Background: an optimization exercise with open tools, aiming at small area and a short achievable clock period. Do not read the settings as production practice.
In this exercise RTL edits were held to simulation tests only and were not proved equivalent to the original.
No activity file was given, so power comes from the tool's default toggle rates.

==> flow/design.v <==
package biq_pkg;
    typedef logic [5-1:0]    iid_t;
    typedef logic [6-1:0]   preg_t;
    typedef logic [7-1:0]    opcode_t;
    typedef logic [7-1:0]     funct7_t;
    typedef logic [3-1:0]     funct3_t;
    typedef logic [64-1:0]     xlen_t;
    typedef logic [5-1:0]   pipe_t;
    typedef logic [2-1:0]    biq_ptr_t;
    typedef logic [3-1:0]    biq_cnt_t;
    typedef logic [4-1:0]    entry_mask_t;
    typedef logic [4-1:0] wake_vld_t;
    typedef preg_t [4-1:0] wake_preg_t;    
endpackage
`timescale 1ns/100ps
module biq_entry (
    input  logic                          clk,
    input  logic                          wr,
    input  logic [172-1:0]         in_pay,
    input  logic                          in_rdy1,      
    input  logic                          in_rdy2,
    input  biq_pkg::wake_vld_t            wake_vld,
    input  logic [4*6-1:0] wake_preg,    
    output logic [172-1:0]         pay,
    output logic                          rdy1_nxt,     
    output logic                          rdy2_nxt
);
    logic psrc1_rdy;
    logic psrc2_rdy;
    logic wake_hit1;
    logic wake_hit2;
    always_comb
    begin
        wake_hit1 = 1'b0;
        wake_hit2 = 1'b0;
        for (int i = 0; i < 4; i++)
        begin
            if (wake_vld[i] && (wake_preg[i*6 +: 6] == pay[79 +: 6]))
                wake_hit1 = 1'b1;
            if (wake_vld[i] && (wake_preg[i*6 +: 6] == pay[72 +: 6]))
                wake_hit2 = 1'b1;
        end
    end
    assign rdy1_nxt = psrc1_rdy | wake_hit1;
    assign rdy2_nxt = psrc2_rdy | wake_hit2;
    always_ff @(posedge clk)
    begin
        if (wr)
        begin
            pay       <= in_pay;
            psrc1_rdy <= in_rdy1;
            psrc2_rdy <= in_rdy2;
        end
        else
        begin
            psrc1_rdy <= rdy1_nxt;
            psrc2_rdy <= rdy2_nxt;
        end
    end
endmodule
`timescale 1ns/100ps
module biq_ctrl (
    input  logic                     clk,
    input  logic                     rst_clk,
    input  logic                     global_flush,
    input  logic                     in_vld,
    input  biq_pkg::pipe_t           in_pipe,
    input  logic                     dispatch_stall,
    input  logic                     head_rdy1_nxt,    
    input  logic                     head_rdy2_nxt,
    output logic [3-1:0]  buf_wr,           
    output logic                     ld_in,            
    output logic [3-1:0]  ld_buf,           
    output logic                     ld_hold,          
    output logic                     biq_vld,
    output logic                     biq_stall
);
    logic [4:0]       cnt_oh;
    logic [4:0]       cnt_nxt;
    logic [3-1:0]   bhead_oh;
    logic [3-1:0]   bhead_nxt;
    logic [3-1:0]   btail_oh;
    logic [3-1:0]   btail_nxt;
    logic                      create_vld;
    logic                      issue;
    logic                      empty;
    logic                      full;
    logic                      more;        
    logic                      vld_q;
    logic                      vld_nxt;
    logic                      ld_head;
    assign empty = cnt_oh[0];
    assign full  = cnt_oh[4];
    assign more  = ~cnt_oh[0] & ~cnt_oh[1];
    assign issue = vld_q;       
    assign create_vld = in_vld & in_pipe[2] & ~dispatch_stall & ~full & ~global_flush;
    always_comb
    begin
        case ({create_vld, issue})
            2'b10:   cnt_nxt = {cnt_oh[4-1:0], 1'b0};
            2'b01:   cnt_nxt = {1'b0, cnt_oh[4:1]};
            default: cnt_nxt = cnt_oh;
        endcase
        bhead_nxt = bhead_oh;
        if (issue & more)
            bhead_nxt = {bhead_oh[3-2:0], bhead_oh[3-1]};
        btail_nxt = btail_oh;
        if (create_vld & ~empty & ~(issue & ~more))
            btail_nxt = {btail_oh[3-2:0], btail_oh[3-1]};
    end
    assign vld_nxt = ~cnt_nxt[0] & head_rdy1_nxt & head_rdy2_nxt;
    assign ld_head = issue | empty;
    assign ld_in   = ld_head & ~more;
    assign ld_buf  = {3{issue & more}} & bhead_oh;
    assign ld_hold = ~ld_head;
    always_ff @(posedge clk or negedge rst_clk)
    begin
        if (!rst_clk)
        begin
            cnt_oh   <= 1;
            bhead_oh <= 1;
            btail_oh <= 1;
            vld_q    <= 1'b0;
            buf_wr   <= 1;
        end
        else if (global_flush)
        begin
            cnt_oh   <= 1;
            bhead_oh <= 1;
            btail_oh <= 1;
            vld_q    <= 1'b0;
            buf_wr   <= 1;
        end
        else
        begin
            cnt_oh   <= cnt_nxt;
            bhead_oh <= bhead_nxt;
            btail_oh <= btail_nxt;
            vld_q    <= vld_nxt;
            buf_wr   <= btail_nxt & {3{~cnt_nxt[4]}};
        end
    end
    assign biq_vld   = vld_q;
    assign biq_stall = full;
endmodule
`timescale 1ns/100ps
module biq_issue_sel (
    input  logic                          clk,
    input  logic                          ld_in,
    input  logic [3-1:0]       ld_buf,
    input  logic                          ld_hold,      
    input  logic [172-1:0]         in_pay,
    input  logic                          in_rdy1,
    input  logic                          in_rdy2,
    input  logic [3-1:0][172-1:0] buf_pay,
    input  logic [3-1:0]       buf_rdy1_nxt,
    input  logic [3-1:0]       buf_rdy2_nxt,
    input  biq_pkg::wake_vld_t            wake_vld,
    input  logic [4*6-1:0] wake_preg,    
    output logic [172-1:0]         pay,
    output logic                          rdy1,
    output logic                          rdy2,
    output logic                          rdy1_nxt,
    output logic                          rdy2_nxt
);
    logic                  wake_hit1;
    logic                  wake_hit2;
    logic [172-1:0] pay_d;
    always_comb
    begin
        wake_hit1 = 1'b0;
        wake_hit2 = 1'b0;
        for (int i = 0; i < 4; i++)
        begin
            if (wake_vld[i] && (wake_preg[i*6 +: 6] == pay[79 +: 6]))
                wake_hit1 = 1'b1;
            if (wake_vld[i] && (wake_preg[i*6 +: 6] == pay[72 +: 6]))
                wake_hit2 = 1'b1;
        end
    end
    always_comb
    begin
        pay_d    = ({172{ld_in}} & in_pay) | ({172{ld_hold}} & pay);
        rdy1_nxt = (ld_in & in_rdy1) | (ld_hold & (rdy1 | wake_hit1));
        rdy2_nxt = (ld_in & in_rdy2) | (ld_hold & (rdy2 | wake_hit2));
        for (int j = 0; j < 3; j++)
        begin
            pay_d    = pay_d | ({172{ld_buf[j]}} & buf_pay[j]);
            rdy1_nxt = rdy1_nxt | (ld_buf[j] & buf_rdy1_nxt[j]);
            rdy2_nxt = rdy2_nxt | (ld_buf[j] & buf_rdy2_nxt[j]);
        end
    end
    always_ff @(posedge clk)
    begin
        pay  <= pay_d;
        rdy1 <= rdy1_nxt;
        rdy2 <= rdy2_nxt;
    end
endmodule
`timescale 1ns/100ps
module biq_top (
    input  logic                 clk,
    input  logic                 rst_clk,
    input  logic                 global_flush,
    input  logic                 dispatch_stall,
    input  logic                 in_vld,
    input  biq_pkg::pipe_t       in_pipe,
    input  biq_pkg::iid_t        in_iid,
    input  biq_pkg::opcode_t     in_opcode,
    input  biq_pkg::funct7_t     in_funct7,
    input  biq_pkg::funct3_t     in_funct3,
    input  biq_pkg::xlen_t       in_pc,
    input  logic                 in_psrc1_vld,
    input  logic                 in_psrc1_ready,
    input  biq_pkg::preg_t       in_psrc1,
    input  logic                 in_psrc2_vld,
    input  logic                 in_psrc2_ready,
    input  biq_pkg::preg_t       in_psrc2,
    input  logic                 in_pdst_vld,
    input  biq_pkg::preg_t       in_pdst,
    input  logic                 in_imm_vld,
    input  biq_pkg::xlen_t       in_imm,
    input  biq_pkg::wake_vld_t   wake_vld,
    input  biq_pkg::wake_preg_t  wake_preg,
    output logic                 biq_stall,
    output logic                 biq_vld,
    output biq_pkg::iid_t        biq_iid,
    output biq_pkg::opcode_t     biq_opcode,
    output biq_pkg::funct7_t     biq_funct7,
    output biq_pkg::funct3_t     biq_funct3,
    output biq_pkg::xlen_t       biq_pc,
    output logic                 biq_psrc1_vld,
    output biq_pkg::preg_t       biq_psrc1,
    output logic                 biq_psrc2_vld,
    output biq_pkg::preg_t       biq_psrc2,
    output logic                 biq_pdst_vld,
    output biq_pkg::preg_t       biq_pdst,
    output logic                 biq_imm_vld,
    output biq_pkg::xlen_t       biq_imm
);
    logic [4*6-1:0]  wake_flat;    
    logic [172-1:0]                 in_pay;
    logic [172-1:0]                 head_pay;
    logic [3-1:0][172-1:0] buf_pay;
    logic [3-1:0]               buf_rdy1_nxt;
    logic [3-1:0]               buf_rdy2_nxt;
    logic [3-1:0]               buf_wr;
    logic [3-1:0]               ld_buf;
    logic                                  ld_in;
    logic                                  ld_hold;
    logic                                  head_rdy1;
    logic                                  head_rdy2;
    logic                                  head_rdy1_nxt;
    logic                                  head_rdy2_nxt;
    logic                                  in_hit1;
    logic                                  in_hit2;
    logic                                  in_rdy1;
    logic                                  in_rdy2;
    assign wake_flat = wake_preg;
    assign in_pay = {in_iid, in_opcode, in_funct7, in_funct3, in_pc,
                     in_psrc1_vld, in_psrc1, in_psrc2_vld, in_psrc2,
                     in_pdst_vld, in_pdst, in_imm_vld, in_imm};
    assign {biq_iid, biq_opcode, biq_funct7, biq_funct3, biq_pc,
            biq_psrc1_vld, biq_psrc1, biq_psrc2_vld, biq_psrc2,
            biq_pdst_vld, biq_pdst, biq_imm_vld, biq_imm} = head_pay;
    biq_ctrl u_ctrl (
        .clk            (clk),
        .rst_clk        (rst_clk),
        .global_flush   (global_flush),
        .in_vld         (in_vld),
        .in_pipe        (in_pipe),
        .dispatch_stall (dispatch_stall),
        .head_rdy1_nxt  (head_rdy1_nxt),
        .head_rdy2_nxt  (head_rdy2_nxt),
        .buf_wr         (buf_wr),
        .ld_in          (ld_in),
        .ld_buf         (ld_buf),
        .ld_hold        (ld_hold),
        .biq_vld        (biq_vld),
        .biq_stall      (biq_stall)
    );
    always_comb
    begin
        in_hit1 = 1'b0;
        in_hit2 = 1'b0;
        for (int i = 0; i < 4; i++)
        begin
            if (wake_vld[i] && (wake_flat[i*6 +: 6] == in_psrc1))
                in_hit1 = 1'b1;
            if (wake_vld[i] && (wake_flat[i*6 +: 6] == in_psrc2))
                in_hit2 = 1'b1;
        end
    end
    assign in_rdy1 = ~in_psrc1_vld | in_psrc1_ready | in_hit1;    
    assign in_rdy2 = ~in_psrc2_vld | in_psrc2_ready | in_hit2;
    for (genvar e = 0; e < 3; e++)
    begin : g_buf
        biq_entry u_entry (
            .clk       (clk),
            .wr        (buf_wr[e]),
            .in_pay    (in_pay),
            .in_rdy1   (in_rdy1),
            .in_rdy2   (in_rdy2),
            .wake_vld  (wake_vld),
            .wake_preg (wake_flat),
            .pay       (buf_pay[e]),
            .rdy1_nxt  (buf_rdy1_nxt[e]),
            .rdy2_nxt  (buf_rdy2_nxt[e])
        );
    end
    biq_issue_sel u_head (
        .clk          (clk),
        .ld_in        (ld_in),
        .ld_buf       (ld_buf),
        .ld_hold      (ld_hold),
        .in_pay       (in_pay),
        .in_rdy1      (in_rdy1),
        .in_rdy2      (in_rdy2),
        .buf_pay      (buf_pay),
        .buf_rdy1_nxt (buf_rdy1_nxt),
        .buf_rdy2_nxt (buf_rdy2_nxt),
        .wake_vld     (wake_vld),
        .wake_preg    (wake_flat),
        .pay          (head_pay),
        .rdy1         (head_rdy1),
        .rdy2         (head_rdy2),
        .rdy1_nxt     (head_rdy1_nxt),
        .rdy2_nxt     (head_rdy2_nxt)
    );
endmodule
==> flow/flow/run.sh <==
#!/bin/bash
set -euo pipefail
export BUFFER_PORTS_ARGS="-buffer_cell sky130_fd_sc_hd__buf_2"
export CTS_ARGS="-sink_clustering_enable -repair_clock_nets -dont_use_dummy_load"
bash standard.sh finish > flow_standard.log 2>&1
==> flow/standard.sh <==
#!/bin/bash
# synth_recipe.tcl (not shown) runs the flow's synth.tcl, then flattens the netlist and writes it again
# the make line also repeats each setting of config.mk as NAME=value (left out here)
make -C /OpenROAD-flow-scripts/flow DESIGN_CONFIG=/design/flow/config.mk WORK_HOME=/design/flow/orfs CLKGATE_MAP_FILE= SYNTH_SCRIPT=/design/flow/synth_recipe.tcl "${@:-finish}"
==> flow/config.mk <==
export PLATFORM = sky130hd
export DESIGN_NAME = biq_top
export DESIGN_NICKNAME = biq_top
export VERILOG_FILES = /design/flow/design.v
export SDC_FILE = /design/flow/constraint.sdc
export NUM_CORES = 4
export LEC_CHECK = 0
export CAP_MARGIN = 20
export CORE_MARGIN = 2
export CORE_UTILIZATION = 40
export SETUP_SLACK_MARGIN = 2.0
export SLEW_MARGIN = 20
==> flow/constraint.sdc <==
create_clock -name core_clock -period 4.0 [get_ports {clk}]
set_input_delay 0.8000 -clock core_clock [delete_from_list [all_inputs] [get_ports {clk}]]
set_output_delay 0.8000 -clock core_clock [all_outputs]
set_load 0.01 [all_outputs]
==> notes.md, run 1 <==
status finished clean; vias in the first global route 18,200; CP startpoint g_buf[0].u_entry.pay[77]; gr usage total 22.3%; worst r2r path cells 7; synthesized area 27,300 µm²; fin crit period 2.07 ns; post-layout instance area 32,300 µm²; cell count after synthesis 1,820; Distinct cells, synth 44; antenna violations before repair 23; Mapped Nets 2,034; Psw 3.62 mW; antenna viol nets, final 0; hold crit path type in2async; #FFs+latches synth 711; Die Wd 265 µm; number of max-cap violations 0; non-filler cells, final 3,049; H-tree depth 3; Worst Path Arrival 2.57 ns; fin nets 2,376; Avg WL per Cell 26.7 µm; Peak VDD IR 364 µV; Worst path top cell family by delay simple AND/OR/NAND/NOR gates; clock root buffer clkbuf_16; Starting Density 40.5%; Worst path slowest cell nor4_1; Final Core Density 48.0%; CTS tree done; Worst-Margin Slew 0.881 ns; PwrDens 488 nW/µm²; leakage 11.7 nW; CP Data Required Time 4.50 ns; syn_area_per_cell 15.0 µm²; gp weighted congestion 0.886; number of synthesized flops with an enable pin 516; part of the power in registers 53.7%; fmax 483 MHz; Int Pwr 12.2 mW; Power Total 15.8 mW; # rows 95; CTS clock-pin slew for the worst setup and hold paths 0.06 ns; RSZ-0062 raised after global routing true; die area 70,300 µm²; Cell Area, Placed 29,900 µm²; count of input and output buffers 381; hold buffers post-CTS 0; drt drc 0; CP cell instances buf_4, xor2_1, nor4_1, nor4_4, o221ai_1, a211o_1, and3b_1; Sw Ratio 23.0%; GRT overflow 0; sequential element share of the synthesized area 71.5%; clk_skew 0.0758 ns; ys async rst share 2.11%; setup_tns 0 ns; fin crit share 51.7%; largest net degree at the start of global routing 95; Die H 265 µm; min setup slack post-route 1.93 ns; worst skew pair latency 0.63 ns; Worst Setup End Kind register; Crit Path Class reg2reg; Bufs on Longest Clock Path 3; DP HPWL 46.3 mm; num ports 386; r2r setup slk 1.93 ns; vias 18,000; vias per cell 5.90; TritonCTS Sinks 711; Worst slew margin 41.3%; CP max stage delay 0.51 ns; synth warn 4; Comb pwr share 9.4%; critical path depth in cells 7; Synth-to-Final Area Change 18.5%; ys flop type edfxtp_1; Hold WS 0.145 ns; first-pass GRT wire length 118 mm; Final Slew Violations 0; Clock Power Share 36.9%; CP max FO 4; crit start category register; fraction of final layout cells sized beyond drive strength 1 26.3%; Reg-to-Reg Start g_buf[0].u_entry.pay[77]; cell count after placement 2,925; final hold vios 0; pre-CTS setup slack 1.14 ns; final setup fails 0; Pre-antenna DRT Iters 11; Post-Route WL 81.3 mm; initial DRC count 2,363; total CTS buffers 75; WP buf/inv 1; core area 67,300 µm²
## state kept, by name, summed over array words and instances, names as in the netlist
| signal | flops |
|---|---|
| g_buf.u_entry.psrc2_rdy | 3 |
| u_ctrl.btail_oh | 3 |
| u_ctrl.buf_wr | 3 |
| g_buf.u_entry.pay | 516 |
| u_ctrl.vld_q | 1 |
| u_head.rdy1 | 1 |
| u_ctrl.cnt_oh | 5 |
| u_ctrl.bhead_oh | 3 |
| u_head.rdy2 | 1 |
| g_buf.u_entry.psrc1_rdy | 3 |
| u_head.pay | 172 |
## cells by family after synthesis
| family | synth area share, % |
|---|---|
| mux | 0.220 |
| fa+ha+maj | 0.0918 |
| xor+xnor | 7.85 |
| simple gates | 5.00 |
| flops | 71.5 |
| buf+inv | 3.42 |
| compound gates | 12.0 |
## power by group through the flow
stage	Combinational [mW]	Clock, mW	Sequential, mW
after global placement	1.37	0	8.61
after CTS	1.45	5.94	8.48
after floorplan	0.726	0	8.66
final	1.48	5.82	8.48
after global routing	1.59	6.21	8.51
after detailed placement	1.41	0	8.62
## synthesized netlist by cell type (21+ instances only)
library cell	instances	area [µm²]
edfxtp_1	516	15500
nand2_1	181	679
dfxtp_1	180	3600
a22oi_1	175	1310
a222oi_1	172	1720
xor2_1	119	1040
xnor2_1	116	1020
clkbuf_1	85	319
buf_2	66	330
nand4_1	35	219
nor4_1	34	213
nor2_1	21	78.8
## path summary, 6_finish.rpt
check,endpoint
min in group core_clock,g_buf[2].u_entry.pay[148]
setup reg to reg,u_ctrl.vld_q
setup / recovery,u_ctrl.vld_q
hold / removal,u_ctrl.buf_wr[2]
max in group asynchronous,u_ctrl.btail_oh[0]
hold reg to reg,u_head.pay[108]
## layer usage
metal	part of all wire (%)	vias up	wire length, µm	GRT usage (%)
met5	0.11	-	88	0
met4	3.6	14	2960	9.77
met3	8.1	182	6610	4.36
met2	49	906	39900	36.6
met1	39	9051	31700	28.8
li1	-	7830	-	-
## final cells by class
class	instances	area [µm²]
Antenna cell	16	40.0
Clock buffer	75	1880
Fill cell	5848	35000
Inverter	2	7.51
Multi-Input combinational cell	929	7000
Sequential cell	711	19500
Tap cell	873	1090
Timing Repair Buffer	443	2760
## timing repair
| action | in CTS | in global routing |
|---|---|---|
| buffers inserted | 12 | 13 |
| endpoints found under the setup margin | 198 | 178 |
| gates resized for setup | 40 | 19 |
| pin swaps | 4 | 1 |
| cloned | 8 | 0 |
## layout by cell type (no fill, tap or decap), types with 20 or more instances in the layout
cell / instances
edfxtp_1: 516
buf_2: 362
nand2_1: 181
a22oi_1: 175
a222oi_1: 172
dfxtp_1: 168
xor2_1: 119
xnor2_1: 116
clkbuf_16: 75
buf_4: 40
nand4_1: 35
nor4_1: 29
buf_12: 23
nor2_1: 20
==> inputs of run 2 (changes only) <==
--- a/flow/config.mk
+++ b/flow/config.mk
@@ -7,6 +7,6 @@
 export LEC_CHECK = 0
 export CAP_MARGIN = 20
 export CORE_MARGIN = 2
-export CORE_UTILIZATION = 40
+export CORE_UTILIZATION = 60
 export SETUP_SLACK_MARGIN = 2.0
 export SLEW_MARGIN = 20
==> run 2 against run 1 <==
Effect of this change: still clean on timing, DRC and antenna; largest cell class unchanged; critical path depth is 1 higher; non-clock buffer count down 11; worst hold slack got worse by 0.040 ns; synthesized cell count unchanged.
==> notes.md, run 2 <==
status finished clean; CTS clock-pin slew for the worst setup and hold paths 0.06 ns (about the same); Pre-antenna DRT Iters 10 (-1); Int Pwr 12.0 mW (-1.4%); worst r2r dst u_ctrl.vld_q; leakage 11.6 nW (-0.98%); die area 47,200 µm² (-33%); most common cell after layout, fill and taps aside edfxtp_1; Crit Path Class in2reg; CP max FO 10 (+6); first-pass GRT wire length 107 mm (-9.3%); Synth-to-Final Area Change 16.4%; Worst Setup End Kind register; Sw Ratio 22.6% (-0.31 points); num ports 386 (unchanged); Hold WS 0.104 ns (-0.0403 ns); simple logic cell fraction of the synthesized area 5.00% (unchanged); Bufs on Longest Clock Path 3 (unchanged); max reg flops 516 (unchanged); largest family of logic cells by synthesized area compound AO/OA/AOI/OAI gates; drt drc 0 (unchanged); WP buf/inv 1 (unchanged); sequential element share of the synthesized area 71.5% (unchanged); CTS tree done; worst r2r path cells 7 (unchanged); Avg WL per Cell 26.5 µm (-0.45%); gp weighted congestion 0.862 (-2.7%); antenna violations before repair 22 (-4.3%); Post-Synth XOR/XNOR Area 7.85% (unchanged); Worst path slowest cell o41ai_2; Top reg by flops g_buf.u_entry.pay; Worst Path Arrival 2.54 ns (-0.03 ns); syn_area_per_cell 15.0 µm² (unchanged); largest net degree at the start of global routing 99 (+4.2%); ys flop type edfxtp_1; GRT overflow 0 (unchanged); vias 17,700 (-1.7%); part of the power in registers 54.8% (+1.1 points); Reg-to-Reg Start g_buf[0].u_entry.pay[73]; fraction of final layout cells sized beyond drive strength 1 25.9% (-0.36 points); ys async rst share 2.11% (unchanged); Starting Density 60.5% (+20 points); Comb pwr share 9.4% (about the same); cell count after synthesis 1,820 (unchanged); most numerous cell in the Yosys netlist edfxtp_1; Peak VDD IR 510 µV (+40%); Clock Power Share 35.8% (-1.1 points); r2r setup slk 1.95 ns (+0.02 ns); most frequent cells in the layout 516 x edfxtp_1, 361 x buf_2, 181 x nand2_1; vias per cell 6.41 (+8.8%); Worst path top cell family by delay compound AO/OA/AOI/OAI gates; # rows 78 (-18%); Adder-Cell Fraction of Synth Area 0.0918% (unchanged); Synth area leaders edfxtp_1 57%, dfxtp_1 13%, a222oi_1 6.3%, a22oi_1 4.8%, xor2_1 3.8%; clk_skew 0.0336 ns (-0.0422 ns); Mapped Nets 2,034 (unchanged); fin nets 2,360 (-0.67%); number of synthesized flops with an enable pin 516 (unchanged); hold buffers post-CTS 0 (unchanged); CP max stage delay 0.44 ns (-0.07 ns); clock root buffer clkbuf_16; synthesized area 27,300 µm² (unchanged); Yosys top cell area share 56.8% (unchanged); number of max-cap violations 0 (unchanged); synth warn 4 (unchanged); initial DRC count 2,467 (+4.4%); hold crit path type in2async; antenna viol nets, final 0 (unchanged); Die Wd 217 µm (-18%); Worst-Margin Slew 0.957 ns (+0.0765 ns); Die H 217 µm (-18%); fmax 478 MHz (-1.1%); RSZ-0062 raised after global routing true; TritonCTS Sinks 711 (unchanged); worst skew pair latency 0.59 ns (-0.04 ns); core area 45,100 µm² (-33%); count of input and output buffers 381 (unchanged); fin crit share 52.3% (+0.56 points); CP cell instances buf_2, xnor2_1, nand4_1, nor4_1, o41ai_2, o221ai_2, a211o_1, and3b_1; CP Data Required Time 4.45 ns (-0.05 ns); Psw 3.51 mW (-3.2%); total CTS buffers 71 (-5.3%); Final Slew Violations 0 (unchanged); DP HPWL 41.5 mm (-10%); PwrDens 488 nW/µm² (about the same); crit start category input port; Post-Route WL 73.1 mm (-10%); Largest regs g_buf.u_entry.pay (516), u_head.pay (172), u_ctrl.cnt_oh (5); final hold vios 0 (unchanged); multiplexer share of the synthesized area 0.220% (unchanged); gr usage total 30.4% (+8.1 points); vias in the first global route 17,400 (-4.4%); H-tree depth 3 (unchanged); post-synthesis compound-gate area fraction 12.0% (unchanged); cell taking the most area after synthesis edfxtp_1; Post-synth top cells 516 x edfxtp_1, 181 x nand2_1, 180 x dfxtp_1, 175 x a22oi_1, 172 x a222oi_1; #FFs+latches synth 711 (unchanged); final setup fails 0 (unchanged); Distinct cells, synth 44 (unchanged); Worst slew margin 36.2% (-5.1 points); fin crit period 2.09 ns (+0.0222 ns); setup_tns 0 ns (unchanged)
## run 2: changes by cell type in the layout (fill, tap and decap cells not counted), sizes merged
cell	previous run	this run
nor2	21	22
buf	430	416
a21o	3	1
bufbuf	0	1
clkbuf	88	86
diode	16	12
## run 2: power by group through the flow
stage / Sequential [mW] / Clock, mW / Combinational, mW
floorplan: 8.66 / 0 / 0.726
global placement: 8.60 / 0 / 1.35
detailed placement: 8.62 / 0 / 1.39
CTS: 8.48 / 5.64 / 1.41
finish: 8.48 / 5.55 / 1.46
global route: 8.51 / 5.93 / 1.56
## run 2: worst max path at each step
stage                             startpoint           end  slack (ns)  cells after the start
global route        g_buf[1].u_entry.pay[73]  u_ctrl.vld_q        1.86                      7
CTS                 g_buf[1].u_entry.pay[82]  u_ctrl.vld_q        1.85                      7
global placement                wake_preg[4]  u_ctrl.vld_q        1.12                      8
detailed placement              wake_preg[4]  u_ctrl.vld_q        1.12                      8
finish                         wake_preg[13]  u_ctrl.vld_q        1.91                      8
floorplan                      wake_preg[12]  u_ctrl.vld_q        1.83                      8
## run 2: metal layers
metal  global-route usage [%]  up-vias  wire length (µm)
met3                     8.60      154              7630
met5                        0        -               120
met4                     13.4       20              2670
met1                     41.0     8785             28200
met2                     46.5      917             34500
li1                         -     7802                 -
## run 2: final cells by class
type	instances	area [µm²]
multi-input combinational	928	7030
antenna	12	30.0
tap	600	751
clock buffer	71	1780
timing repair buffer	432	2610
inverter	2	7.51
sequential	711	19500
fill	3081	13400
## run 2: through the flow
stage / instance area, µm² / instances / utilization [%] / power [mW] / setup slack [ns]
detailed placement: 29400 / 2643 / 65.1 / 10.0 / 1.12
finish: 31700 / 2756 / 70.4 / 15.5 / 1.91
CTS: 31400 / 2732 / 69.7 / 15.5 / 1.85
floorplan: 27500 / 1820 / - / 9.38 / 1.83
global placement: 29400 / 2643 / 65.1 / 9.95 / 1.12
global route: 31700 / 2753 / 70.3 / 16.0 / 1.86
## run 2: repair_timing
action | 4_1_cts | 5_1_grt
setup endpoints to repair | 226 | 170
cloned | 7 | 1
setup buffers | 11 | 11
hold endpoints to repair | 0 | 0
pin swaps | 5 | 8
gates resized for setup | 41 | 31
## run 2: cell families after synthesis
group,after synthesis
AO/OA/AOI/OAI,377
XOR/XNOR,240
adder cells (fa/ha/maj),2
buffers and inverters,187
flip-flops,711
multiplexers,6
AND/OR/NAND/NOR,297
==> inputs of run 3 (changes only) <==
--- a/flow/config.mk
+++ b/flow/config.mk
@@ -10,3 +10,4 @@
 export CORE_UTILIZATION = 60
 export SETUP_SLACK_MARGIN = 2.0
 export SLEW_MARGIN = 20
+export TNS_END_PERCENT = 5
==> run 3 against run 2 <==
Effect of this change: synthesized cell count unchanged; clock-buffer cell count stayed put; routed wire length down 0.74%; sequential power about the same; die area unchanged; largest cell class unchanged; highest routed layer unchanged; still clean; via count up 0.56%; cell count up 0.15%; worst setup slack lost 0.046 ns.
==> notes.md, run 3 <==
status finished clean; Peak VDD IR 403 µV (-21%); vias in the first global route 17,200 (-0.92%); CP startpoint g_buf[0].u_entry.pay[72]; Yosys top cell area share 56.8% (unchanged); Synth area leaders edfxtp_1 57%, dfxtp_1 13%, a222oi_1 6.3%, a22oi_1 4.8%, xor2_1 3.8%; synthesized area 27,300 µm² (unchanged); Bufs on Longest Clock Path 3 (unchanged); Starting Density 60.5% (unchanged); crit start category register; # rows 78 (unchanged); Reg-to-Reg Start g_buf[0].u_entry.pay[72]; worst r2r dst u_ctrl.vld_q; hold buffers post-CTS 0 (unchanged); most frequent cells in the layout 516 x edfxtp_1, 369 x buf_2, 181 x nand2_1; most common cell after layout, fill and taps aside edfxtp_1; max reg flops 516 (unchanged); Die Wd 217 µm (unchanged); largest net degree at the start of global routing 114 (+15%); multi-input logic area 7000 µm² (-0.43%); cell count after synthesis 1,820 (unchanged); Distinct cells, synth 44 (unchanged); CTS tree done; Die H 217 µm (unchanged); fraction of final layout cells sized beyond drive strength 1 25.6% (-0.29 points); die area 47,200 µm² (unchanged); number of max-cap violations 0 (unchanged); Final Core Density 70.2% (-0.19 points); r2r setup slk 1.86 ns (-0.09 ns); sequential element share of the synthesized area 71.5% (unchanged); leakage 11.5 nW (-0.27%); Avg WL per Cell 26.3 µm (-0.88%); fmax 468 MHz (-2.2%); Synth-to-Final Area Change 16.1%; setup_tns 0 ns (unchanged); fin crit period 2.14 ns (+0.0463 ns); cell taking the most area after synthesis edfxtp_1; hold crit path type in2async; Worst Setup End Kind register; antenna violations before repair 22 (unchanged); syn_area_per_cell 15.0 µm² (unchanged); Post-synth top cells 516 x edfxtp_1, 181 x nand2_1, 180 x dfxtp_1, 175 x a22oi_1, 172 x a222oi_1; vias per cell 6.44 (+0.41%); Worst Path Arrival 2.59 ns (+0.05 ns); initial DRC count 2,506 (+1.6%); antenna viol nets, final 0 (unchanged); post-layout instance area 31,600 µm² (-0.28%); Worst slew margin 50.0% (+14 points); Cell Area, Placed 29,400 µm² (about the same); core area 45,100 µm² (unchanged); clock root buffer clkbuf_16; DP HPWL 40.6 mm (-2.2%); fin nets 2,361 (+0.042%); worst skew pair latency 0.61 ns (+0.02 ns); Mapped Nets 2,034 (unchanged); gp weighted congestion 0.879 (+1.9%); RSZ-0062 raised after global routing true; Top reg by flops g_buf.u_entry.pay; CTS clock-pin slew for the worst setup and hold paths 0.06 ns (about the same); Largest regs g_buf.u_entry.pay (516), u_head.pay (172), u_ctrl.cnt_oh (5); CP endpoint u_ctrl.vld_q; Top Metal Used met5; Hold WS 0.133 ns (+0.0290 ns); number of synthesized flops with an enable pin 516 (unchanged); Sequential Area 19,500 µm² (about the same); final setup fails 0 (unchanged); Final Slew Violations 0 (unchanged); met3 WL post-DR 7.29 mm (-4.4%); total CTS buffers 71 (unchanged); ys async rst share 2.11% (unchanged); PwrDens 490 nW/µm² (+0.27%); synth warn 4 (unchanged); GRT overflow 0 (unchanged); #FFs+latches synth 711 (unchanged); CP Data Required Time 4.45 ns (about the same); first-pass GRT wire length 106 mm (-1.3%); Worst-Margin Slew 0.750 ns (-0.208 ns); drt drc 0 (unchanged); num ports 386 (unchanged); final hold vios 0 (unchanged); TritonCTS Sinks 711 (unchanged); count of input and output buffers 381 (unchanged); Crit Path Class reg2reg; clk_skew 0.0604 ns (+0.0269 ns); worst r2r path cells 7 (unchanged); ys flop type edfxtp_1; gr usage total 29.9% (-0.55 points); fin crit share 53.5% (+1.2 points); Post-Route WL 72.6 mm (-0.74%); Fillers 3,120 (+1.3%); Routed met1 length 28.4 mm (+0.87%); vias 17,800 (+0.56%); CP max FO 3 (-7); Power Total 15.5 mW (about the same); H-tree depth 3 (unchanged); most numerous cell in the Yosys netlist edfxtp_1; Pre-antenna DRT Iters 9 (-1); DR WL met2 34.4 mm (-0.35%)
==> run 3: worst min-delay path by stage <==
stage	startpoint	to	slack (ns)	cells after the start
floorplan	g_buf[1].u_entry.pay[0]	u_head.pay[0]	0.43	2
global placement	g_buf[1].u_entry.pay[97]	u_head.pay[97]	0.43	2
detailed placement	g_buf[1].u_entry.pay[145]	u_head.pay[145]	0.44	2
CTS	rst_clk	u_ctrl.buf_wr[2]	0.11	1
global route	rst_clk	u_ctrl.buf_wr[2]	0.13	1
finish	rst_clk	u_ctrl.buf_wr[2]	0.13	1
==> run 3: through the flow <==
| step | std cells | worst slack, ns |
|---|---|---|
| after floorplan | 1820 | 1.64 |
| after global placement | 2636 | 0.969 |
| after detailed placement | 2636 | 0.981 |
| after CTS | 2719 | 1.87 |
| after global routing | 2757 | 1.75 |
| final | 2760 | 1.86 |
==> run 3: cells by family after synthesis <==
logic type	synth area share [%]
adder cells (fa/ha/maj)	0.0918
AO/OA/AOI/OAI	12.0
buffers and inverters	3.42
AND/OR/NAND/NOR	5.00
XOR/XNOR	7.85
multiplexers	0.220
flip-flops	71.5
==> run 3: worst max-delay path, stage by stage (launching register included) <==
cell and delay [ns]:
edfxtp_1 0.50, xor2_1 0.18, nor3_1 0.06, a41o_1 0.25
nor4_4 0.42, o221ai_1 0.16, a211o_1 0.27, and3b_1 0.18
==> run 3: cell type report <==
| type | count | share of cell area [%] |
|---|---|---|
| multi-input cells | 929 | 22.1 |
| well taps | 600 | 2.37 |
| inverters | 2 | 0.0237 |
| flip-flops and latches | 711 | 61.7 |
| repair buffers | 432 | 8.08 |
| clock buffers | 71 | 5.62 |
| diodes | 15 | 0.119 |
==> run 3: per-layer routing <==
metal / GRT usage (%) / vias up
met2: 45.8 / 947
met5: 0 / -
met1: 40.9 / 8859
met3: 7.45 / 153
li1: - / 7804
met4: 12.9 / 14
==> run 3: repair_timing <==
action / 4_1_cts / 5_1_grt
pin swaps: 8 / 7
endpoints found under the setup margin: 197 / 178
gates cloned: 6 / 2
setup buffers: 6 / 24
gates resized for setup: 31 / 15
==> run 3: report_power, final <==
group | total, mW | switching [mW] | internal (mW) | leakage [nW]
logic | 1.44 | 0.850 | 0.593 | 4.03
clock network | 5.56 | 2.45 | 3.11 | 0.875
registers | 8.48 | 0.219 | 8.26 | 6.62
==> inputs of run 4 (changes only) <==
--- a/flow/config.mk
+++ b/flow/config.mk
@@ -8,6 +8,6 @@
 export CAP_MARGIN = 20
 export CORE_MARGIN = 2
 export CORE_UTILIZATION = 60
+export CTS_BUF_LIST = sky130_fd_sc_hd__clkbuf_8
 export SETUP_SLACK_MARGIN = 2.0
 export SLEW_MARGIN = 20
-export TNS_END_PERCENT = 5
==> run 4 against run 3 <==
Effect of this change: first-iteration DRC count decreased by 1.6%; worst hold slack got worse by 0.029 ns; design area increased by 0.28%; global-route usage increased by 0.55 points; clock-buffer cell count unchanged; die area unchanged; via count decreased by 0.56%; register-to-register slack improved by 0.09 ns; non-clock buffer count unchanged; critical path type is now in2reg; critical endpoint unchanged; largest cell class unchanged; largest power group unchanged.
==> notes.md, run 4 <==
Worst path top cell family by delay compound AO/OA/AOI/OAI gates; Die Wd 217 µm (unchanged); worst r2r dst u_ctrl.vld_q; #FFs+latches synth 711 (unchanged); GRT overflow 0 (unchanged); Yosys top cell area share 56.8% (unchanged); vias 17,700 (-0.56%); H-tree depth 3 (unchanged); Synth area leaders edfxtp_1 57%, dfxtp_1 13%, a222oi_1 6.3%, a22oi_1 4.8%, xor2_1 3.8%; final hold vios 0 (unchanged); cell count after synthesis 1,820 (unchanged); worst skew pair latency 0.59 ns (-0.02 ns); PwrDens 488 nW/µm² (-0.27%); Post-Route WL 73.1 mm (+0.74%); Final Core Density 70.4% (+0.19 points); Worst-Margin Slew 0.957 ns (+0.208 ns); critical path depth in cells 8 (+1); TritonCTS Sinks 711 (unchanged); CP startpoint wake_preg[13]; largest net degree at the start of global routing 99 (-13%); Peak VDD IR 510 µV (+27%); ys flop type edfxtp_1; gr usage total 30.4% (+0.55 points); fraction of final layout cells sized beyond drive strength 1 25.9% (+0.29 points); CTS clock-pin slew for the worst setup and hold paths 0.06 ns (about the same); syn_area_per_cell 15.0 µm² (unchanged); setup_tns 0 ns (unchanged); antenna viol nets, final 0 (unchanged); CTS tree done; die area 47,200 µm² (unchanged); Crit Path Class in2reg; Pre-antenna DRT Iters 10 (+1); sequential element share of the synthesized area 71.5% (unchanged); Worst Path Arrival 2.54 ns (-0.05 ns); Largest regs g_buf.u_entry.pay (516), u_head.pay (172), u_ctrl.cnt_oh (5); CP endpoint u_ctrl.vld_q; WP buf/inv 1 (+1); CP max FO 10 (+7); Synth-to-Final Area Change 16.4%; CP cell instances buf_2, xnor2_1, nand4_1, nor4_1, o41ai_2, o221ai_2, a211o_1, and3b_1; clk_skew 0.0336 ns (-0.0269 ns); cell taking the most area after synthesis edfxtp_1; r2r setup slk 1.95 ns (+0.09 ns); number of max-cap violations 0 (unchanged); Distinct cells, synth 44 (unchanged); ys async rst share 2.11% (unchanged); fin nets 2,360 (-0.042%); synth warn 4 (unchanged); initial DRC count 2,467 (-1.6%); most frequent cells in the layout 516 x edfxtp_1, 361 x buf_2, 181 x nand2_1; Reg-to-Reg Start g_buf[0].u_entry.pay[73]; Bufs on Longest Clock Path 3 (unchanged); fmax 478 MHz (+2.2%); status finished clean; Mapped Nets 2,034 (unchanged); gp weighted congestion 0.862 (-1.9%); antenna violations before repair 22 (unchanged); clock root buffer clkbuf_16; Top reg by flops g_buf.u_entry.pay; # rows 78 (unchanged); Worst path slowest cell o41ai_2; final setup fails 0 (unchanged); RSZ-0062 raised after global routing true; most common cell after layout, fill and taps aside edfxtp_1; vias per cell 6.41 (-0.41%); first-pass GRT wire length 107 mm (+1.3%); Avg WL per Cell 26.5 µm (+0.89%); synthesized area 27,300 µm² (unchanged); num ports 386 (unchanged); total CTS buffers 71 (unchanged); Fillers 3,081 (-1.3%); DP HPWL 41.5 mm (+2.2%); max reg flops 516 (unchanged); crit start category input port; most numerous cell in the Yosys netlist edfxtp_1; count of input and output buffers 381 (unchanged); Worst Setup End Kind register; worst r2r path cells 7 (unchanged); fin crit period 2.09 ns (-0.0463 ns); CP max stage delay 0.44 ns (-0.06 ns); core area 45,100 µm² (unchanged); Worst slew margin 36.2% (-14 points); Final Slew Violations 0 (unchanged); Die H 217 µm (unchanged); Post-synth top cells 516 x edfxtp_1, 181 x nand2_1, 180 x dfxtp_1, 175 x a22oi_1, 172 x a222oi_1; hold buffers post-CTS 0 (unchanged); post-layout instance area 31,700 µm² (+0.28%); drt drc 0 (unchanged); leakage 11.6 nW (+0.27%); vias in the first global route 17,400 (+0.93%); hold crit path type in2async; CP Data Required Time 4.45 ns (about the same); Starting Density 60.5% (unchanged); number of synthesized flops with an enable pin 516 (unchanged); fin crit share 52.3% (-1.2 points); Cell Area, Placed 29,400 µm² (about the same)
-- run 4: cells by family (layout without fill, tap and decap cells) --
family	count (synthesis)	count (layout)	share of synthesized area [%]
multiplexers	6	6	0.220
adder cells (fa/ha/maj)	2	2	0.0918
flip-flops	711	711	71.5
other	0	12	0
AND/OR/NAND/NOR	297	303	5.00
XOR/XNOR	240	240	7.85
buffers and inverters	187	505	3.42
AO/OA/AOI/OAI	377	377	12.0
-- run 4: worst min-delay path by stage --
stage	from	end	cells past startpoint
after floorplan	g_buf[1].u_entry.pay[0]	u_head.pay[0]	2
after global placement	g_buf[1].u_entry.pay[107]	u_head.pay[107]	2
after detailed placement	g_buf[1].u_entry.pay[160]	u_head.pay[160]	2
after CTS	rst_clk	u_ctrl.buf_wr[1]	1
after global routing	rst_clk	u_ctrl.buf_wr[2]	1
final	rst_clk	u_ctrl.buf_wr[1]	1
-- run 4: layer usage --
layer | wire length [µm] | track usage [%] | vias up
met5 | 120 | 0 | -
met4 | 2670 | 13.4 | 20
met3 | 7630 | 8.60 | 154
met2 | 34500 | 46.5 | 917
met1 | 28200 | 41.0 | 8785
li1 | - | - | 7802
-- run 4: cell type report --
class / count / area, µm² / share of cell area [%]
Clock buffer: 71 / 1780 / 5.60
Sequential cell: 711 / 19500 / 61.6
Multi-Input combinational cell: 928 / 7030 / 22.2
Inverter: 2 / 7.51 / 0.0237
Antenna cell: 12 / 30.0 / 0.0947
Timing Repair Buffer: 432 / 2610 / 8.21
Tap cell: 600 / 751 / 2.37
-- run 4: stage by stage --
stage | hold WS (ns) | std cells | setup slack, ns | power, mW
finish | 0.104 | 2756 | 1.91 | 15.5
floorplan | 0.431 | 1820 | 1.83 | 9.38
global route | 0.109 | 2753 | 1.86 | 16.0
CTS | 0.0819 | 2732 | 1.85 | 15.5
detailed placement | 0.442 | 2643 | 1.12 | 10.0
global placement | 0.432 | 2643 | 1.12 | 9.95
-- run 4: timing repair --
item	in CTS	in global routing
cloned	7	1
pin swaps	5	8
resized for setup	41	31
setup buffers	11	11
setup endpoints to repair	226	170
-- run 4: where the power goes --
group	internal [mW]	total [mW]	switching, mW	leakage [nW]
clock	3.11	5.55	2.43	0.875
combinational	0.606	1.46	0.852	4.07
sequential	8.26	8.48	0.221	6.62
==> inputs of run 5 (changes only) <==
--- a/flow/config.mk
+++ b/flow/config.mk
@@ -7,7 +7,7 @@
 export LEC_CHECK = 0
 export CAP_MARGIN = 20
 export CORE_MARGIN = 2
-export CORE_UTILIZATION = 60
-export CTS_BUF_LIST = sky130_fd_sc_hd__clkbuf_8
+export CORE_UTILIZATION = 40
+export CTS_BUF_LIST = sky130_fd_sc_hd__clkbuf_4 sky130_fd_sc_hd__clkbuf_8 sky130_fd_sc_hd__clkbuf_16
 export SETUP_SLACK_MARGIN = 2.0
 export SLEW_MARGIN = 20
==> run 5 against run 4 <==
Effect of this change: routed wire length is 11% higher; via count grew 1.7%; cell count rose by 11%.
==> notes.md, run 5 <==
setup_tns 0 ns (unchanged); largest net degree at the start of global routing 95 (-4.0%); PwrDens 488 nW/µm² (about the same); antenna viol nets, final 0 (unchanged); synth warn 4 (unchanged); gp weighted congestion 0.886 (+2.8%); fin crit share 51.7% (-0.56 points); total CTS buffers 75 (+5.6%); die area 70,300 µm² (+49%); CP cell instances buf_4, xor2_1, nor4_1, nor4_4, o221ai_1, a211o_1, and3b_1; vias in the first global route 18,200 (+4.6%); sequential element share of the synthesized area 71.5% (unchanged); leakage 11.7 nW (+0.99%); Synth-to-Final Area Change 18.5%; Worst slew margin 41.3% (+5.1 points); initial DRC count 2,363 (-4.2%); CP Data Required Time 4.50 ns (+0.05 ns); most common cell after layout, fill and taps aside edfxtp_1; gr usage total 22.3% (-8.1 points); max reg flops 516 (unchanged); Final Core Density 48.0% (-22 points); Die Wd 265 µm (+22%); crit start category register; number of max-cap violations 0 (unchanged); # rows 95 (+22%); most numerous cell in the Yosys netlist edfxtp_1; Bufs on Longest Clock Path 3 (unchanged); Pre-antenna DRT Iters 11 (+1); Hold WS 0.145 ns (+0.0403 ns); clk_skew 0.0758 ns (+0.0422 ns); syn_area_per_cell 15.0 µm² (unchanged); Avg WL per Cell 26.7 µm (+0.45%); clock root buffer clkbuf_16; Worst Setup End Kind register; num ports 386 (unchanged); Final Slew Violations 0 (unchanged); Die H 265 µm (+22%); GRT overflow 0 (unchanged); antenna violations before repair 23 (+4.5%); fraction of final layout cells sized beyond drive strength 1 26.3% (+0.36 points); Largest regs g_buf.u_entry.pay (516), u_head.pay (172), u_ctrl.cnt_oh (5); status finished clean; worst skew pair latency 0.63 ns (+0.04 ns); CTS clock-pin slew for the worst setup and hold paths 0.06 ns (about the same); CP max FO 4 (-6); final setup fails 0 (unchanged); hold buffers post-CTS 0 (unchanged); Yosys top cell area share 56.8% (unchanged); Worst path slowest cell nor4_1; WP buf/inv 1 (unchanged); TritonCTS Sinks 711 (unchanged); Peak VDD IR 364 µV (-29%); Synth area leaders edfxtp_1 57%, dfxtp_1 13%, a222oi_1 6.3%, a22oi_1 4.8%, xor2_1 3.8%; Worst-Margin Slew 0.881 ns (-0.0765 ns); synthesized area 27,300 µm² (unchanged); fin nets 2,376 (+0.68%); Starting Density 40.5% (-20 points); Mapped Nets 2,034 (unchanged); fmax 483 MHz (+1.1%); final hold vios 0 (unchanged); CP max stage delay 0.51 ns (+0.07 ns); Post-Route WL 81.3 mm (+11%); min setup slack post-route 1.93 ns (+0.0222 ns); first-pass GRT wire length 118 mm (+10%); Fillers 5,848 (+90%); CTS tree done; Distinct cells, synth 44 (unchanged); number of synthesized flops with an enable pin 516 (unchanged); fin crit period 2.07 ns (-0.0222 ns); DP HPWL 46.3 mm (+12%); pre-CTS setup slack 1.14 ns (+0.0235 ns); ys flop type edfxtp_1; r2r setup slk 1.93 ns (-0.02 ns); cell taking the most area after synthesis edfxtp_1; Post-synth top cells 516 x edfxtp_1, 181 x nand2_1, 180 x dfxtp_1, 175 x a22oi_1, 172 x a222oi_1; vias per cell 5.90 (-8.1%); vias 18,000 (+1.7%); #FFs+latches synth 711 (unchanged); Worst Path Arrival 2.57 ns (+0.03 ns); Worst path top cell family by delay simple AND/OR/NAND/NOR gates; core area 67,300 µm² (+49%); H-tree depth 3 (unchanged); hold crit path type in2async; most frequent cells in the layout 516 x edfxtp_1, 362 x buf_2, 181 x nand2_1; cell count after synthesis 1,820 (unchanged); count of input and output buffers 381 (unchanged); Crit Path Class reg2reg; RSZ-0062 raised after global routing true; Top reg by flops g_buf.u_entry.pay; drt drc 0 (unchanged); ys async rst share 2.11% (unchanged)
-- run 5: cell counts after synthesis --
Identical to the previous run, type by type.
-- run 5: area by class of cell --
cell class              count  area [µm²]  share of cell area, %
well taps                 873        1090                   3.38
clock buffers              75        1880                   5.81
repair buffers            443        2760                   8.54
diodes                     16        40.0                  0.124
inverters                   2        7.51                 0.0232
multi-input cells         929        7000                   21.7
flip-flops and latches    711       19500                   60.4
-- run 5: timing repair --
| action | in CTS | in global routing |
|---|---|---|
| gates cloned | 8 | 0 |
| gates resized for setup | 40 | 19 |
| hold endpoints to repair | 0 | 0 |
| endpoints found under the setup margin | 198 | 178 |
| pin swaps | 4 | 1 |
| setup buffers | 12 | 13 |
-- run 5: worst paths after layout --
path | to | start | cells past startpoint
hold reg to reg | u_head.pay[108] | g_buf[0].u_entry.pay[108] | 2
setup reg to reg | u_ctrl.vld_q | g_buf[0].u_entry.pay[77] | 7
max in group asynchronous | u_ctrl.btail_oh[0] | rst_clk | 1
hold / removal | u_ctrl.buf_wr[2] | rst_clk | 1
min in group core_clock | g_buf[2].u_entry.pay[148] | in_pc[62] | 1
setup / recovery | u_ctrl.vld_q | g_buf[0].u_entry.pay[77] | 7
-- run 5: stage by stage --
stage               instances  area, µm²  total power [mW]
floorplan                1820      27500              9.38
global placement         2925      29900              9.97
detailed placement       2925      29900              10.0
CTS                      3020      32100              15.9
global route             3048      32300              16.3
finish                   3049      32300              15.8
-- run 5: metal layers --
metal,GRT usage (%),wire length (µm)
met4,9.77,2960
met2,36.6,39900
met5,0,88
met3,4.36,6610
met1,28.8,31700
-- run 5: cell families after synthesis --
family | after synthesis | synth area share [%]
AOI/OAI and AO/OA | 377 | 12.0
xor gates and xnor gates | 240 | 7.85
adders and majority gates | 2 | 0.0918
buffers and inverters | 187 | 3.42
DFF | 711 | 71.5
muxes | 6 | 0.220
and+or+nand+nor | 297 | 5.00
-- run 5: power by group --
group          internal (mW)  switching, mW  total (mW)  leakage (nW)
clock                   3.28           2.53        5.82         0.924
sequential              8.26          0.215        8.48          6.62
combinational          0.609          0.872        1.48          4.13
-- run 5: worst reg2reg max path, stage by stage, from the launching register on --
cell and delay [ns]:
edfxtp_1 0.46, buf_4 0.19, xor2_1 0.15, nor4_1 0.51, nor4_4 0.12, o221ai_1 0.20, a211o_1 0.18, and3b_1 0.16
==> inputs of run 6 (changes only) <==
--- a/flow/config.mk
+++ b/flow/config.mk
@@ -8,6 +8,5 @@
 export CAP_MARGIN = 20
 export CORE_MARGIN = 2
 export CORE_UTILIZATION = 40
-export CTS_BUF_LIST = sky130_fd_sc_hd__clkbuf_4 sky130_fd_sc_hd__clkbuf_8 sky130_fd_sc_hd__clkbuf_16
-export SETUP_SLACK_MARGIN = 2.0
+export SETUP_SLACK_MARGIN = 1.9
 export SLEW_MARGIN = 20
==> run 6 against run 5 <==
Effect of this change: fmax is 7.9% lower; clock skew is 0.028 ns lower; area after synthesis stayed put; largest power group unchanged; worst hold slack worse by 0.0030 ns; die area stayed put; first-iteration DRC count is 3.7% lower; register-to-register slack worse by 0.05 ns; critical endpoint unchanged; largest cell class unchanged; sequential share of layout area is 0.60 points higher.
==> notes.md, run 6 <==
Post-synth top cells 516 x edfxtp_1, 181 x nand2_1, 180 x dfxtp_1, 175 x a22oi_1, 172 x a222oi_1; number of max-cap violations 0 (unchanged); Power Total 15.7 mW (-0.71%); Mapped Nets 2,034 (unchanged); count of input and output buffers 381 (unchanged); gr usage total 21.3% (-0.95 points); gp weighted congestion 0.890 (+0.38%); worst skew pair latency 0.61 ns (-0.02 ns); most numerous cell in the Yosys netlist edfxtp_1; total CTS buffers 75 (unchanged); Sw Ratio 22.6% (-0.33 points); r2r setup slk 1.88 ns (-0.05 ns); clk_skew 0.0476 ns (-0.0282 ns); fin nets 2,353 (-0.97%); largest net degree at the start of global routing 98 (+3.2%); antenna violations before repair 16 (-30%); Bufs on Longest Clock Path 3 (unchanged); antenna viol nets, final 0 (unchanged); Cell Area, Placed 29,800 µm² (-0.29%); num ports 386 (unchanged); clock root buffer clkbuf_16; part of the power in registers 54.1% (+0.4 points); Psw 3.54 mW (-2.2%); syn_area_per_cell 15.0 µm² (unchanged); Top reg by flops g_buf.u_entry.pay; fin crit period 2.25 ns (+0.178 ns); pre-CTS setup slack 1.17 ns (+0.0245 ns); vias in the first global route 17,400 (-4.2%); TritonCTS Sinks 711 (unchanged); setup_tns 0 ns (unchanged); fmax 445 MHz (-7.9%); Final Slew Violations 0 (unchanged); min setup slack post-route 1.75 ns (-0.178 ns); Yosys top cell area share 56.8% (unchanged); die area 70,300 µm² (unchanged); drt drc 0 (unchanged); CTS clock-pin slew for the worst setup and hold paths 0.06 ns (about the same); cell count after synthesis 1,820 (unchanged); Distinct cells, synth 44 (unchanged); most common cell after layout, fill and taps aside edfxtp_1; core area 67,300 µm² (unchanged); max reg flops 516 (unchanged); fin crit share 56.2% (+4.4 points); Worst slew margin 41.3% (about the same); worst r2r dst u_ctrl.vld_q; # rows 95 (unchanged); Peak VDD IR 369 µV (+1.4%); first-pass GRT wire length 113 mm (-3.9%); hold crit path type in2async; Int Pwr 12.1 mW (-0.29%); fraction of final layout cells sized beyond drive strength 1 25.1% (-1.1 points); synthesized area 27,300 µm² (unchanged); DP HPWL 44.9 mm (-3.0%); #FFs+latches synth 711 (unchanged); PwrDens 490 nW/µm² (+0.42%); Synth-to-Final Area Change 17.2%; leakage 11.5 nW (-1.2%); status finished clean; Starting Density 40.5% (unchanged); Worst Path Arrival 2.70 ns (+0.13 ns); Post-Route WL 78.3 mm (-3.6%); hold buffers post-CTS 0 (unchanged); number of synthesized flops with an enable pin 516 (unchanged); Synth area leaders edfxtp_1 57%, dfxtp_1 13%, a222oi_1 6.3%, a22oi_1 4.8%, xor2_1 3.8%; vias per cell 5.85 (-0.87%); worst r2r path cells 7 (unchanged); Comb pwr share 9.0% (-0.4 points); Worst-Margin Slew 0.881 ns (-0.000341 ns); Die H 265 µm (unchanged); sequential element share of the synthesized area 71.5% (unchanged); cell count after placement 2,918 (-0.24%); Crit Path Class in2reg; Clock Power Share 36.9% (about the same); Largest regs g_buf.u_entry.pay (516), u_head.pay (172), u_ctrl.cnt_oh (5); ys flop type edfxtp_1; final setup fails 0 (unchanged); H-tree depth 3 (unchanged); GRT overflow 0 (unchanged); most frequent cells in the layout 516 x edfxtp_1, 379 x buf_2, 181 x nand2_1; cell taking the most area after synthesis edfxtp_1; Worst Setup End Kind register; Reg-to-Reg Start g_buf[1].u_entry.pay[76]; Avg WL per Cell 26.0 µm (-2.5%); ys async rst share 2.11% (unchanged); final hold vios 0 (unchanged); post-layout instance area 31,900 µm² (-1.1%); vias 17,600 (-1.9%); CTS tree done; Die Wd 265 µm (unchanged); Pre-antenna DRT Iters 10 (-1); crit start category input port; CP Data Required Time 4.45 ns (-0.05 ns); RSZ-0062 raised after global routing true; CP max FO 10 (+6); initial DRC count 2,275 (-3.7%); synth warn 4 (unchanged); Final Core Density 47.5% (-0.54 points); non-filler cells, final 3,016 (-1.1%); Hold WS 0.142 ns (-0.00296 ns)
run 6: cell types whose count changed in the layout (fill, tap and decap cells not counted), moves of 8 or more:
cell,delta
buf_4,-21
buf_2,+17
clkbuf_4,-11
diode_2,-10
dfxtp_2,+8
dfxtp_4,-8
run 6: routing by layer:
metal / track usage, % / vias up / wire length, µm
li1: - / 7765 / -
met1: 28.2 / 8838 / 31400
met2: 34.8 / 863 / 38100
met3: 4.54 / 150 / 6390
met4: 7.88 / 18 / 2320
met5: 0 / - / 117
run 6: power by group through the flow:
stage / logic (mW) / clock network [mW] / registers [mW]
floorplan: 0.718 / 0 / 8.66
global placement: 1.36 / 0 / 8.60
detailed placement: 1.40 / 0 / 8.62
CTS: 1.41 / 5.94 / 8.48
global route: 1.51 / 6.20 / 8.51
finish: 1.41 / 5.78 / 8.48
run 6: cells by family after synthesis:
family / synth area share, %
DFF: 71.5
AOI/OAI and AO/OA: 12.0
and+or+nand+nor: 5.00
xor gates and xnor gates: 7.85
buffers and inverters: 3.42
muxes: 0.220
adders and majority gates: 0.0918
run 6: how the worst max path moves through the flow:
| stage | from | end | slack [ns] |
|---|---|---|---|
| after floorplan | in_psrc2[0] | u_ctrl.vld_q | 1.82 |
| after global placement | wake_preg[7] | u_ctrl.vld_q | 1.17 |
| after detailed placement | wake_preg[14] | u_ctrl.vld_q | 1.17 |
| after CTS | g_buf[2].u_entry.pay[82] | u_ctrl.vld_q | 1.78 |
| after global routing | wake_preg[9] | u_ctrl.vld_q | 1.73 |
| final | wake_preg[22] | u_ctrl.vld_q | 1.75 |
run 6: critical path: stages:
cell and delay, ns:
buf_2 0.39, xnor2_1 0.12, nand4_1 0.11, nor4_1 0.06
nor4_2 0.61, nor2_1 0.08, a211o_1 0.34, and3b_1 0.17
run 6: repair_timing:
action                     in CTS  in global routing
resized for setup              12                 10
cloned                          4                  3
pin swaps                       3                  1
setup endpoints to repair     169                176
setup buffers                   3                  7
run 6: area by class of cell:
type	instances	area, µm²
Antenna cell	6	15.0
Clock buffer	75	1880
Inverter	2	7.51
Sequential cell	711	19500
Timing Repair Buffer	423	2520
Tap cell	873	1090
Fill cell	5843	35300
Multi-Input combinational cell	926	6930
==> inputs of run 7 (changes only) <==
==> flow/flow/run.sh (replaced) <==
#!/bin/bash
set -euo pipefail
export BUFFER_PORTS_ARGS="-buffer_cell sky130_fd_sc_hd__buf_2"
bash standard.sh finish > flow_standard.log 2>&1
--- a/flow/config.mk
+++ b/flow/config.mk
@@ -8,5 +8,5 @@
 export CAP_MARGIN = 20
 export CORE_MARGIN = 2
 export CORE_UTILIZATION = 40
-export SETUP_SLACK_MARGIN = 1.9
+export SETUP_SLACK_MARGIN = 2.0
 export SLEW_MARGIN = 20
==> run 7 against run 6 <==
Effect of this change: cell count grew 4.0%; sequential cell count is the same; die area is the same; synthesized cell count is the same; critical path depth is the same; sequential share of layout area shrank 2.2 points; utilization grew 1.9 points.
==> notes.md, run 7 <==
status finished clean; sequential element share of the synthesized area 71.5% (unchanged); Die Wd 265 µm (unchanged); Fillers 5,817 (-0.44%); CP Data Required Time 4.50 ns (+0.05 ns); initial DRC count 2,461 (+8.2%); number of max-cap violations 0 (unchanged); most frequent cells in the layout 516 x edfxtp_1, 364 x buf_2, 181 x nand2_1; count of input and output buffers 381 (unchanged); Peak VDD IR 374 µV (+1.3%); Die H 265 µm (unchanged); # rows 95 (unchanged); most numerous cell in the Yosys netlist edfxtp_1; clk_skew 0.0230 ns (-0.0246 ns); die area 70,300 µm² (unchanged); Worst slew margin 41.6% (+0.34 points); Routed met1 length 32.2 mm (+2.8%); setup_tns 0 ns (unchanged); Avg WL per Cell 26.2 µm (+0.91%); Top Metal Used met5; vias per cell 5.82 (-0.43%); CTS tree done; Largest regs g_buf.u_entry.pay (516), u_head.pay (172), u_ctrl.cnt_oh (5); crit start category input port; fraction of final layout cells sized beyond drive strength 1 28.2% (+3.1 points); Starting Density 40.5% (unchanged); Synth-to-Final Area Change 21.8%; fin nets 2,402 (+2.1%); Mapped Nets 2,034 (unchanged); largest net degree at the start of global routing 95 (-3.1%); Yosys top cell area share 56.8% (unchanged); core area 67,300 µm² (unchanged); non-filler cells, final 3,137 (+4.0%); worst skew pair latency 0.63 ns (+0.02 ns); GRT overflow 0 (unchanged); syn_area_per_cell 15.0 µm² (unchanged); CTS clock-pin slew for the worst setup and hold paths 0.06 ns (about the same); Post-synth top cells 516 x edfxtp_1, 181 x nand2_1, 180 x dfxtp_1, 175 x a22oi_1, 172 x a222oi_1; multi-input logic area 7060 µm² (+1.8%); final setup fails 0 (unchanged); gr usage total 22.1% (+0.80 points); antenna viol nets, final 0 (unchanged); Final Core Density 49.3% (+1.9 points); CP cell instances buf_2, xor2_1, nor2_1, a41o_1, nor4_4, o221ai_1, a211o_1, and3b_1; synthesized area 27,300 µm² (unchanged); total CTS buffers 75 (unchanged); cell count after placement 2,925 (+0.24%); Reg-to-Reg Start g_buf[2].u_entry.pay[81]; most common cell after layout, fill and taps aside edfxtp_1; first-pass GRT wire length 117 mm (+3.6%); leakage 12.1 nW (+5.1%); Worst Path Arrival 2.55 ns (-0.15 ns); DR WL met2 40.7 mm (+6.6%); fmax 489 MHz (+9.9%); CP startpoint wake_preg[5]; fin crit period 2.04 ns (-0.203 ns); DP HPWL 46.3 mm (+3.1%); Final Slew Violations 0 (unchanged); num ports 386 (unchanged); Synth area leaders edfxtp_1 57%, dfxtp_1 13%, a222oi_1 6.3%, a22oi_1 4.8%, xor2_1 3.8%; vias 18,300 (+3.6%); clock root buffer clkbuf_16; ys flop type edfxtp_1; Worst-Margin Slew 0.875 ns (-0.00509 ns); RSZ-0062 raised after global routing true; number of synthesized flops with an enable pin 516 (unchanged); Worst Setup End Kind register; fin crit share 51.1% (-5.1 points); cell taking the most area after synthesis edfxtp_1; Sequential Area 19,500 µm² (+0.15%); ys async rst share 2.11% (unchanged); synth warn 4 (unchanged); vias in the first global route 18,300 (+5.0%); TritonCTS Sinks 711 (unchanged); gp weighted congestion 0.886 (-0.38%); PwrDens 513 nW/µm² (+4.6%); #FFs+latches synth 711 (unchanged); hold crit path type in2async; Bufs on Longest Clock Path 3 (unchanged); antenna violations before repair 20 (+4); drt drc 0 (unchanged); Distinct cells, synth 44 (unchanged); CP max FO 10 (unchanged); final hold vios 0 (unchanged); Hold WS 0.0892 ns (-0.0525 ns); CP max stage delay 0.37 ns (-0.24 ns); Worst path slowest cell buf_2; cell count after synthesis 1,820 (unchanged); Post-Route WL 82.2 mm (+5.0%); Crit Path Class in2reg; Top reg by flops g_buf.u_entry.pay; met3 WL post-DR 6.36 mm (-0.47%); max reg flops 516 (unchanged); Pre-antenna DRT Iters 12 (+2); H-tree depth 3 (unchanged)
==> run 7: cell count changes in the layout (fill, tap and decap cells not counted), moves of 7 or more <==
cell | previous run | this run
dfxtp_4 | 0 | 10
diode_2 | 6 | 14
nor4_1 | 32 | 24
buf_4 | 19 | 64
dfxtp_2 | 12 | 2
clkinv_1 | 0 | 8
clkbuf_8 | 0 | 8
buf_2 | 379 | 364
clkbuf_1 | 0 | 20
bufinv_16 | 0 | 7
clkbuf_4 | 2 | 12
clkinv_2 | 0 | 10
==> run 7: power by group <==
group          switching [mW]  internal, mW
Clock                    2.90          4.15
Combinational           0.902         0.621
Sequential              0.199          8.26
Total                    4.00          13.0
==> run 7: logic make-up after synthesis <==
group,share of synthesized area (%)
flip-flops,71.5
AO/OA/AOI/OAI,12.0
AND/OR/NAND/NOR,5.00
XOR/XNOR,7.85
buffers and inverters,3.42
multiplexers,0.220
adder cells (fa/ha/maj),0.0918
==> run 7: worst max-delay path: cells and delay by family <==
family	cells	cell delay (ns)
AOI/OAI and AO/OA	3	0.73
buffers and inverters	1	0.37
and+or+nand+nor	3	0.44
xor gates and xnor gates	1	0.21
==> run 7: cell type report <==
class	count	area share, %
Timing Repair Buffer	469	8.91
Clock inverter	35	1.29
Antenna cell	14	0.106
Clock buffer	104	6.29
Tap cell	873	3.29
Multi-Input combinational cell	929	21.3
Inverter	2	0.0226
Sequential cell	711	58.8
==> run 7: final timing paths <==
kind                                              to  slack, ns  cells past startpoint
setup reg to reg                        u_ctrl.vld_q       1.98                      7
hold reg to reg                       u_head.pay[42]       0.44                      2
max in group asynchronous         u_ctrl.btail_oh[0]       3.60                      1
min in group core_clock    g_buf[2].u_entry.pay[154]       0.39                      1
setup / recovery                        u_ctrl.vld_q       1.96                      8
hold / removal                      u_ctrl.buf_wr[2]       0.09                      1
==> run 7: what timing repair did <==
action	4_1_cts	5_1_grt
gates resized for setup	37	28
setup buffers	14	37
cloned	6	2
endpoints found under the hold margin	0	0
setup endpoints to repair	197	234
pin swaps	6	7
hold buffers	0	0
==> run 7: routing by layer <==
layer / track usage, % / up-vias
met2: 36.0 / 917
li1: - / 7950
met4: 10.7 / 12
met3: 4.38 / 162
met1: 28.5 / 9222
met5: 0 / -
==> run 7: metrics by stage <==
stage / power [mW] / instance area (µm²) / setup slack (ns)
after CTS: 17.1 / 32700 / 1.94
after global placement: 9.97 / 29900 / 1.14
after global routing: 17.6 / 33200 / 1.90
after floorplan: 9.38 / 27500 / 1.83
after detailed placement: 10.0 / 29900 / 1.14
final: 17.0 / 33200 / 1.96

afterwards: timing with drivers on the ports:
In the flow no input, the clock included, has a driving cell. The finished layouts below were timed again as built, in two steps. Step 1 sets driving cells, clkbuf_16 on the clock port and buf_2 on the other inputs (assumed; they add their load-dependent delay and slew). Step 2 also shifts input and output timing later by t, the mid clock arrival at the registers, as if the neighbouring blocks saw the same clock. Slacks: ideal ports / drivers / drivers and shift; pairs: ideal ports / drivers.
run	t, ns	slack for setup (ns)	hold slack, ns	clock arrival spread, ns	cell pins on the clock port's net
run 1	0.648	1.930 / 1.930 / 1.320	0.145 / 0.145 / 0.399	0.082 / 0.082	1
run 2	0.635	1.908 / 1.925 / 1.290	0.104 / 0.111 / 0.435	0.039 / 0.040	1
run 3	0.641	1.862 / 1.856 / 1.274	0.133 / 0.151 / 0.433	0.062 / 0.061	1
run 4	0.635	1.908 / 1.925 / 1.290	0.104 / 0.111 / 0.435	0.039 / 0.040	1
run 5	0.648	1.930 / 1.930 / 1.320	0.145 / 0.145 / 0.399	0.082 / 0.082	1
run 6	0.639	1.753 / 1.790 / 1.150	0.142 / 0.108 / 0.438	0.048 / 0.047	1
run 7	0.677	1.956 / 1.922 / 1.309	0.089 / 0.091 / 0.440	0.030 / 0.030	1
After both steps setup and hold are still met in every run listed. For run 7, which loses most, drivers alone change the setup slack by -0.034 ns; drivers and shift together by -0.647 ns.
